From an optimization exercise on the open Yosys and OpenROAD flow, aimed at small area and a short achievable clock period; shortcuts taken in it are not production practice.
The RTL was checked by simulation tests, not by an equivalence proof against the original design.
No activity file was given, so power comes from the tool's default toggle rates.

==> build 25 <==
==> flow/design.v <==
package dm_pkg;
    localparam int unsigned DM_DATA_W = 16;
    localparam int unsigned DM_ADDR_W = 16;
    typedef enum logic [1:0] {
        IDLE = 2'd0,
        WAIT = 2'd1,
        DONE = 2'd2
    } dm_state_t;
    typedef enum logic {
        OP_RD = 1'b0,
        OP_WR = 1'b1
    } dm_op_t;
endpackage
module dm_bit (
    input  logic clk,
    input  logic we,
    input  logic wen,
    input  logic wd,
    output logic q
);
    always_ff @(posedge clk) begin
        q <= (q && wen) || (wd && we);
    end
endmodule
module dm_word (
    input  logic        clk,
    input  logic        we,
    input  logic        wen,
    input  logic [15:0] wd,
    output logic [15:0] q
);
    for (genvar b = 0; b < 16; b++) begin : g_b
        dm_bit u_bit (.clk(clk), .we(we), .wen(wen), .wd(wd[b]), .q(q[b]));
    end
endmodule
module dm_dec (
    input  logic hiw_n,
    input  logic lo_n,
    output logic we,
    output logic wen
);
    assign we  = !(hiw_n || lo_n);
    assign wen = hiw_n || lo_n;
endmodule
module dm_aoi3 (
    input  logic a0, s0,
    input  logic a1, s1,
    input  logic a2, s2,
    output logic y_n
);
    assign y_n = !((a0 && s0) || (a1 && s1) || (a2 && s2));
endmodule
module dm_nand2 (
    input  logic a0, s0,
    output logic y_n
);
    assign y_n = !(a0 && s0);
endmodule
module dm_col #(
    parameter int unsigned N = 256
) (
    input  logic [N-1:0] d,
    input  logic [N-1:0] sel,
    output logic         y
);
    localparam int unsigned G3 = N / 3;
    localparam int unsigned G1 = N % 3;
    logic [G3+G1-1:0] t_n;
    for (genvar g = 0; g < G3; g++) begin : g_t3
        dm_aoi3 u_t (
            .a0(d[3*g]),   .s0(sel[3*g]),
            .a1(d[3*g+1]), .s1(sel[3*g+1]),
            .a2(d[3*g+2]), .s2(sel[3*g+2]),
            .y_n(t_n[g])
        );
    end
    for (genvar g = 0; g < G1; g++) begin : g_t1
        dm_nand2 u_t (.a0(d[3*G3+g]), .s0(sel[3*G3+g]), .y_n(t_n[G3+g]));
    end
    assign y = !(&t_n);
endmodule
module dm_bank #(
    parameter int unsigned NW = 32
) (
    input  logic                         clk,
    input  logic [NW-1:0]                rsel,
    input  logic [NW/16-1:0]             hiw_n,
    input  logic [15:0]                  lo_n,
    input  logic [dm_pkg::DM_DATA_W-1:0] wdata,
    output logic [dm_pkg::DM_DATA_W-1:0] rdata
);
    localparam int unsigned DW = dm_pkg::DM_DATA_W;
    logic [NW-1:0] we, wen;
    logic [DW-1:0] q [NW];
    logic [NW-1:0] qt [DW];
    for (genvar w = 0; w < NW; w++) begin : g_w
        dm_dec u_dec (
            .hiw_n(hiw_n[w / 16]),
            .lo_n (lo_n[w % 16]),
            .we   (we[w]),
            .wen  (wen[w])
        );
        dm_word u_word (
            .clk (clk),
            .we  (we[w]),
            .wen (wen[w]),
            .wd  (wdata),
            .q   (q[w])
        );
        for (genvar b = 0; b < DW; b++) begin : g_b
            assign qt[b][w] = q[w][b];
        end
    end
    for (genvar b = 0; b < DW; b++) begin : g_c
        dm_col #(.N(NW)) u_col (
            .d   (qt[b]),
            .sel (rsel),
            .y   (rdata[b])
        );
    end
endmodule
module dm_array
#(
    parameter int unsigned DEPTH = 256,
    parameter int unsigned AW    = 8,
    parameter int unsigned NW    = 32
) (
    input  logic                         clk,
    input  logic [DEPTH-1:0]             rsel,
    input  logic [15:0]                  hiw_n,
    input  logic [15:0]                  lo_n,
    input  logic [dm_pkg::DM_DATA_W-1:0] wdata,
    output logic [DEPTH/NW*dm_pkg::DM_DATA_W-1:0] part
);
    for (genvar k = 0; k < DEPTH / NW; k++) begin : g_k
        dm_bank #(.NW(NW)) u_bank (
            .clk   (clk),
            .rsel  (rsel[NW*k +: NW]),
            .hiw_n (hiw_n[NW/16*k +: NW/16]),
            .lo_n  (lo_n),
            .wdata (wdata),
            .rdata (part[16*k +: 16])
        );
    end
endmodule
module data_memory_responder
#(
    parameter int unsigned DEPTH = 256,
    parameter int unsigned LAT   = 2
) (
    input  logic        clk,
    input  logic        rst_n,
    input  logic [15:0] DMADDR,
    input  logic [15:0] DMDIN,
    input  logic        RD,
    input  logic        WR,
    output logic [15:0] DMDOUT,
    output logic        BUSY,
    output logic        DONE,
    output logic        ERR
);
    localparam int unsigned AW = 8;
    localparam int unsigned DW = dm_pkg::DM_DATA_W;
    localparam int unsigned NW = 32;
    localparam int unsigned NB = DEPTH / NW;
    logic             busy_q, s1_q, s2_q, done_q, err_q;
    logic             wr_q, ok_q;
    logic [AW-1:0]    addr_q;
    logic [15:0]      hiw_n_q, lo_n_q;
    logic [DW-1:0]    data_q, dout_q;
    logic [DEPTH-1:0] rsel_d, rsel_q;
    logic [NB*DW-1:0] part, part_q;
    logic [DW-1:0]    rword;
    logic [15:0]      hi_dec, lo_dec;
    logic             accept, req_ok;
    assign accept = !busy_q && (RD || WR);
    assign req_ok = (DMADDR[15:AW] == '0);
    always_ff @(posedge clk or negedge rst_n) begin
        if (!rst_n) begin
            busy_q  <= 1'b0;
            s1_q    <= 1'b0;
            s2_q    <= 1'b0;
            done_q  <= 1'b0;
            err_q   <= 1'b0;
            hiw_n_q <= '1;
            dout_q  <= '0;
        end else begin
            busy_q  <= accept || s1_q || s2_q;
            s1_q    <= accept;
            s2_q    <= s1_q;
            done_q  <= s2_q;
            err_q   <= s2_q && !ok_q;
            for (int i = 0; i < 16; i++)
                hiw_n_q[i] <= !(s1_q && wr_q && ok_q && addr_q[7:4] == 4'(i));
            if (s2_q && !wr_q) dout_q  <= ok_q ? rword : '0;
        end
    end
    always_comb begin
        for (int i = 0; i < 16; i++) begin
            hi_dec[i] = (DMADDR[7:4] == 4'(i));
            lo_dec[i] = (DMADDR[3:0] == 4'(i));
        end
        for (int w = 0; w < DEPTH; w++) rsel_d[w] = hi_dec[w / 16] && lo_dec[w % 16];
    end
    always_ff @(posedge clk) begin
        if (accept) begin
            wr_q   <= WR;
            ok_q   <= req_ok;
            data_q <= DMDIN;
            addr_q <= DMADDR[AW-1:0];
        end
        for (int i = 0; i < 16; i++) lo_n_q[i] <= !(addr_q[3:0] == 4'(i));
        rsel_q <= rsel_d;
        part_q <= part;
    end
    always_comb begin
        rword = '0;
        for (int k = 0; k < NB; k++) rword = rword | part_q[DW*k +: DW];
    end
    dm_array #(
        .DEPTH (DEPTH),
        .AW    (AW),
        .NW    (NW)
    ) u_array (
        .clk   (clk),
        .rsel  (rsel_q),
        .hiw_n (hiw_n_q),
        .lo_n  (lo_n_q),
        .wdata (data_q),
        .part  (part)
    );
    assign DMDOUT = dout_q;
    assign BUSY   = busy_q;
    assign DONE   = done_q;
    assign ERR    = err_q;
endmodule
==> flow/flow/run.sh <==
#!/bin/bash
# The standard layout with three changes:
#  - the port buffers are plain buffers (buf_4) instead of the delay cells
#    buffer_ports picks by default;
#  - timing repair may resize a cell to one of a different width;
#  - after placement, each flip-flop that drives an output port's buffer is
#    moved next to that buffer (with the gate that alone feeds its D input)
#    and the placement is legalized again, so the clock-to-output path does
#    not cross the die. Clock tree synthesis runs after this move.
# Each tool's output goes to a log file of its own in this folder.
set -euo pipefail
KNOBS=(MATCH_CELL_FOOTPRINT=0 "BUFFER_PORTS_ARGS=-buffer_cell sky130_fd_sc_hd__buf_4")
R=orfs/results/${FLOW_PLATFORM}/data_memory_responder/base
bash standard.sh "${KNOBS[@]}" place > make_place.log 2>&1
IN_ODB=$R/3_place.odb OUT_ODB=$R/3_place_moved.odb \
    openroad -no_init -exit flow/move_out_flops.tcl > move_out_flops.log 2>&1
cp $R/3_place_moved.odb $R/3_place.odb
bash standard.sh "${KNOBS[@]}" finish > make_finish.log 2>&1
==> flow/flow/move_out_flops.tcl <==
# Move each flip-flop that drives an output port's buffer next to that
# buffer (with the gate that alone feeds its D input), then legalize. Only placement changes; the netlist is untouched.
read_db $::env(IN_ODB)
set block [ord::get_db_block]
set moved 0
foreach bt [$block getBTerms] {
  if {[$bt getIoType] ne "OUTPUT"} { continue }
  set net [$bt getNet]
  if {$net eq "NULL"} { continue }
  set buf ""
  foreach it [$net getITerms] {
    if {[$it isOutputSignal]} { set buf [$it getInst] }
  }
  if {$buf eq ""} { continue }
  # the buffer's input net and its driver
  foreach it [$buf getITerms] {
    if {[$it isInputSignal] && [$it getNet] ne "NULL"} { set innet [$it getNet] }
  }
  set drv ""
  foreach it [$innet getITerms] {
    if {[$it isOutputSignal]} { set drv [$it getInst] }
  }
  if {$drv eq ""} { continue }
  if {![string match "*df*" [[$drv getMaster] getName]]} { continue }
  set loc [$buf getLocation]
  $drv setLocation [lindex $loc 0] [lindex $loc 1]
  $drv setPlacementStatus PLACED
  incr moved
  puts "moved [$drv getName] to buffer [$buf getName] at $loc"
  # also move the single-fanout gate that drives the flip-flop's D input
  set dnet ""
  foreach it [$drv getITerms] {
    if {[[$it getMTerm] getName] eq "D" && [$it getNet] ne "NULL"} { set dnet [$it getNet] }
  }
  if {$dnet ne "" && [llength [$dnet getITerms]] == 2} {
    foreach it [$dnet getITerms] {
      if {[$it isOutputSignal]} {
        set g [$it getInst]
        if {![string match "*df*" [[$g getMaster] getName]]} {
          $g setLocation [lindex $loc 0] [lindex $loc 1]
          $g setPlacementStatus PLACED
          puts "  and its D driver [$g getName] ([[$g getMaster] getName])"
        }
      }
    }
  }
}
puts "moved $moved flip-flops"
detailed_placement
check_placement -verbose
write_db $::env(OUT_ODB)
==> flow/standard.sh <==
#!/bin/bash
# synth_recipe.tcl (not shown) runs the flow's synth.tcl, then flattens the netlist and writes it again
# the make line also repeats each setting of config.mk as NAME=value (left out here)
make -C /OpenROAD-flow-scripts/flow DESIGN_CONFIG=/design/flow/config.mk WORK_HOME=/design/flow/orfs CLKGATE_MAP_FILE= SYNTH_SCRIPT=/design/flow/synth_recipe.tcl "${@:-finish}"
==> flow/config.mk <==
export PLATFORM = sky130hd
export DESIGN_NAME = data_memory_responder
export DESIGN_NICKNAME = data_memory_responder
export VERILOG_FILES = /design/flow/design.v
export SDC_FILE = /design/flow/constraint.sdc
export NUM_CORES = 4
export LEC_CHECK = 0
export ABC_CLOCK_PERIOD_IN_PS = 2500
export CAP_MARGIN = 20
export CORE_MARGIN = 2
export CORE_UTILIZATION = 55
export CTS_BUF_LIST = sky130_fd_sc_hd__clkbuf_8 sky130_fd_sc_hd__clkbuf_16
export CTS_CLUSTER_DIAMETER = 60
export CTS_CLUSTER_SIZE = 20
export SETUP_SLACK_MARGIN = 2.5
export SLEW_MARGIN = 20
export SYNTH_HIERARCHICAL = 1
export SYNTH_MINIMUM_KEEP_SIZE = 0
==> flow/constraint.sdc <==
create_clock -name core_clock -period 5.0 [get_ports {clk}]
set_input_delay 1.0000 -clock core_clock [delete_from_list [all_inputs] [get_ports {clk}]]
set_output_delay 1.0000 -clock core_clock [all_outputs]
set_load 0.01 [all_outputs]
==> trial 55 (differences from build 25) <==
==> flow/run.sh (new file) <==
#!/bin/bash
# synth_recipe.tcl (not shown) runs the flow's synth.tcl, then flattens the netlist and writes it again
# the make line also repeats each setting of config.mk as NAME=value (left out here)
make -C /OpenROAD-flow-scripts/flow DESIGN_CONFIG=/design/flow/config.mk WORK_HOME=/design/flow/orfs CLKGATE_MAP_FILE= SYNTH_SCRIPT=/design/flow/synth_recipe.tcl finish
--- a/flow/config.mk
+++ b/flow/config.mk
@@ -13,5 +13,5 @@
 export CTS_CLUSTER_DIAMETER = 60
 export CTS_CLUSTER_SIZE = 20
-export SETUP_SLACK_MARGIN = 2.5
+export SETUP_SLACK_MARGIN = 2.35
 export SLEW_MARGIN = 20
 export SYNTH_HIERARCHICAL = 1
removed: flow/flow/run.sh
removed: flow/flow/move_out_flops.tcl
removed: flow/standard.sh
==> results.txt <==
| metric | trial 55 | build 25 |
|---|---|---|
| Outcome | no timing/DRC/antenna violations | no timing/DRC/antenna violations |
| Fillers | 21200 | 21200 |
| Placed cell count | 15400 | 15400 |
| Met3 global-route usage | 0.0714 | 0.0736 |
| Portion of total power attributed to sequential cells | 0.570 | 0.572 |
| Count of cells resized by post-cts repair | 95 | 8 |
| Pre-CTS setup slack | 1.67 ns | 2.19 ns |
| FF-to-FF End | u_array.g_k[1].u_bank.g_w[15].u_word.g_b[4].u_bit.q | dout_q[6] |
| Number of global-route vias before repair | 112000 | 111000 |
| Crit path DAT | 3.51 ns | 3.39 ns |
| Peak Freq | 375 MHz | 385 MHz |
| Detailed placer's ending HPWL | 339000 um | 328000 um |
| CLK BUF | 315 | 309 |
| Max VDD drop | 0.000522 V | 0.000430 V |
| Placed cell area | 156000 sq um | 156000 sq um |
| Total met2 wirelength after detailed routing | 235000 um | 234000 um |
| Non-Filler Cell Area, Final | 165000 sq um | 165000 sq um |
| Fraction of final layout cells with drive strength greater than 1 | 0.0677 | 0.0693 |
| Leakage power summed over all cells | 63.3 nW | 63.1 nW |
| Max-Slew Margin vs Limit | 0.124 | 0.133 |

==> static timing again, ports no longer ideal <==
The flow's constraints put no driver on any port. The routed layouts listed below were extracted and timed again, unchanged, in two steps.
Step 1: set_driving_cell puts a clkbuf_16 on clk and a buf_2 on each other input, an assumption about the parent block.
Step 2 also shifts input and output timing later by t, the mid clock arrival at the registers, as if the neighbouring blocks saw the same clock.
Three values: ideal ports, drivers, drivers and shift; two values: the first two.
run | t, ns | slack for setup (ns) | worst setup path at the end
build 25 | 1.006 | 2.399 / 2.399 / 1.949 | input to register
trial 55 | 1.027 | 2.335 / 2.299 / 1.444 | input to register
After both steps setup and hold are still met in every run listed. The setup slack of trial 55, which loses most, moves by -0.036 ns with the drivers and by -0.891 ns with both steps.
